This is an optimization exercise on Yosys and OpenROAD, whose aim is small area, a short achievable clock period and few clock cycles per item, not a production implementation. In this exercise RTL edits were held to simulation tests only and were not proved equivalent to the original.

Setup of lane 1:
// dp_seq_core
module dp_seq_core #(
    parameter int                DATA_W = 32,
    parameter int                ADDR_W = 26,
    parameter int                RF_AW  = 5,
    parameter logic [ADDR_W-1:0] PC_RST = 'h1000,
    parameter logic [ADDR_W-1:0] SP_RST = 'h3ffffff,
    parameter int                CTRL_W = 24
) (
    input  logic              clk_i,
    input  logic              rst_ni,
    input  logic              ctrl_valid_i,
    output logic              ctrl_ready_o,
    input  logic [CTRL_W-1:0] ctrl_i,
    output logic              done_o,
    output logic              mem_req_o,
    output logic              mem_we_o,
    input  logic              mem_ack_i,
    output logic [ADDR_W-1:0] addr_o,
    output logic [DATA_W-1:0] data_out_o,
    input  logic [DATA_W-1:0] data_in_i,
    output logic [31:0]       instruction_o,
    output logic              zero_o
);
Size in the first run: ~7500 cells after synthesis, ~1400 flip-flops, ~160 I/O pins, roughly 82000 sq um of cells after synthesis.
==> flow/config.mk <==
export PLATFORM = sky130hd
export DESIGN_NAME = dp_seq_core
export DESIGN_NICKNAME = dp_seq_core
export VERILOG_FILES = /design/flow/design.v
export SDC_FILE = /design/flow/constraint.sdc
export NUM_CORES = 4
export LEC_CHECK = 0
export CAP_MARGIN = 35
export CORE_MARGIN = 2
export CORE_UTILIZATION = 55
export SETUP_SLACK_MARGIN = 2.6
export SLEW_MARGIN = 35
==> flow/constraint.sdc <==
create_clock -name core_clock -period 6.5 [get_ports {clk_i}]
set_input_delay 1.3000 -clock core_clock [delete_from_list [all_inputs] [get_ports {clk_i}]]
set_output_delay 1.3000 -clock core_clock [all_outputs]
set_load 0.01 [all_outputs]
run.sh (not shown) runs the stock make flow with config.mk's settings and CLKGATE_MAP_FILE= SYNTH_SCRIPT=/design/flow/synth_recipe.tcl, a recipe that flattens the netlist after the stock synthesis.
Testbench counts of lane 1, summed over its fixed seeds: cycles 10,670, items 4,800.
What lane 2 does differently from lane 1 at the input level:
- changing CORE_UTILIZATION from 55 to 60
Findings:
Against lane 1, lane 2 comes in about 8% lower on area of the die.
Where number of vias in the routed layout is concerned, lane 1 is better than lane 2.
Maximum frequency of lane 2 exceeds that of lane 1 by a few percent.
Sort lane 2 and lane 1 by sum of met3 wire segment lengths after detailed routing, ascending, and lane 1 comes first.
Against lane 1, wire length of the first global-routing pass in lane 2 fell by a few percent.
Looking at lane 2 and lane 1, the total number of multi-input combinational cells is a wash.
Summary of the comparison: vertical die dimension is lower in lane 2, relative to lane 1.
Inputs modified between lane 2 and lane 3:
- swapping 2.6 for 2.0 in SETUP_SLACK_MARGIN
Results
On detailed placement HPWL, lane 2 beats lane 3. When lane 3 is measured against lane 2, its global routing usage on met2 turns out 1.7 points lower. Lane 3 vs. lane 2: final area saw a decrease, per-cell routed wire length saw a decrease, number of nets in the layout saw a decrease. Looking at routed wire length, lane 3 sits below lane 2. Core footprint: lane 3 vs lane 2 identical.

========
Starting RTL as in the previous note.
==> flow/config.mk <==
export PLATFORM = sky130hd
export DESIGN_NAME = dp_seq_core
export DESIGN_NICKNAME = dp_seq_core
export VERILOG_FILES = /design/flow/design.v
export SDC_FILE = /design/flow/constraint.sdc
export NUM_CORES = 4
export LEC_CHECK = 0
export CAP_MARGIN = 35
export CORE_MARGIN = 2
export CORE_UTILIZATION = 65
export SETUP_SLACK_MARGIN = 2.4
export SLEW_MARGIN = 35
==> flow/constraint.sdc <==
create_clock -name core_clock -period 6.5 [get_ports {clk_i}]
set_input_delay 1.3000 -clock core_clock [delete_from_list [all_inputs] [get_ports {clk_i}]]
set_output_delay 1.3000 -clock core_clock [all_outputs]
set_load 0.01 [all_outputs]
The baseline finished with timing, DRC and antenna clean.
Testbench counts at the start, summed over its fixed seeds: cycles 10,670, items 4,800.
Next try:
Settings changed: CORE_UTILIZATION 65 to 60.
Effect:
- clock-buffer cell count drops by 5
- hold slack barely changes
- sequential cell count is unchanged
- clock skew rose by 11 ps
Next try:
Settings changed: SETUP_SLACK_MARGIN 2.4 to 2.7.
What happened: Global-route usage is higher by 2.8 points. Non-clock buffer count is higher by 317. Sequential cell count stays the same. Wire length is higher by 9.1%.

==> separate check: timing with driven ports <==
The flow's constraints put no driver on any port. The routed layouts listed below were extracted and timed again, unchanged, in two steps.
Step 1, drivers: a clkbuf_16 drives clk_i and a buf_2 each remaining input, both assumed.
Step 2 also shifts input and output timing later by t, the mid clock arrival at the registers, as if the neighbouring blocks saw the same clock.
Slacks: no drivers / after step 1 / after step 2; pairs: no drivers / after step 1.
| run | t, ns | setup slack, ns | worst hold slack (ns) | clock arrival spread, ns |
|---|---|---|---|---|
| lane 1 | 0.905 | 2.278 / 2.278 / 1.659 | 0.469 / 0.444 / 0.469 | 0.033 / 0.033 |
| lane 2 | 0.883 | 2.420 / 2.420 / 1.713 | 0.379 / 0.331 / 0.476 | 0.078 / 0.078 |
| lane 3 | 0.898 | 1.887 / 1.899 / 1.047 | 0.476 / 0.434 / 0.476 | 0.085 / 0.086 |
| the first run of note 2 | 0.888 | 2.163 / 2.203 / 1.320 | 0.474 / 0.449 / 0.474 | 0.036 / 0.036 |
| the second run of note 2 | 0.909 | 2.326 / 2.326 / 1.475 | 0.471 / 0.471 / 0.471 | 0.051 / 0.051 |
| the third run of note 2 | 0.893 | 2.339 / 2.339 / 1.709 | 0.399 / 0.356 / 0.474 | 0.115 / 0.115 |
After both steps setup and hold are still met in every run listed. The setup slack of the second run of note 2, which loses most, moves by 0.000 ns with the drivers and by -0.851 ns with both steps.
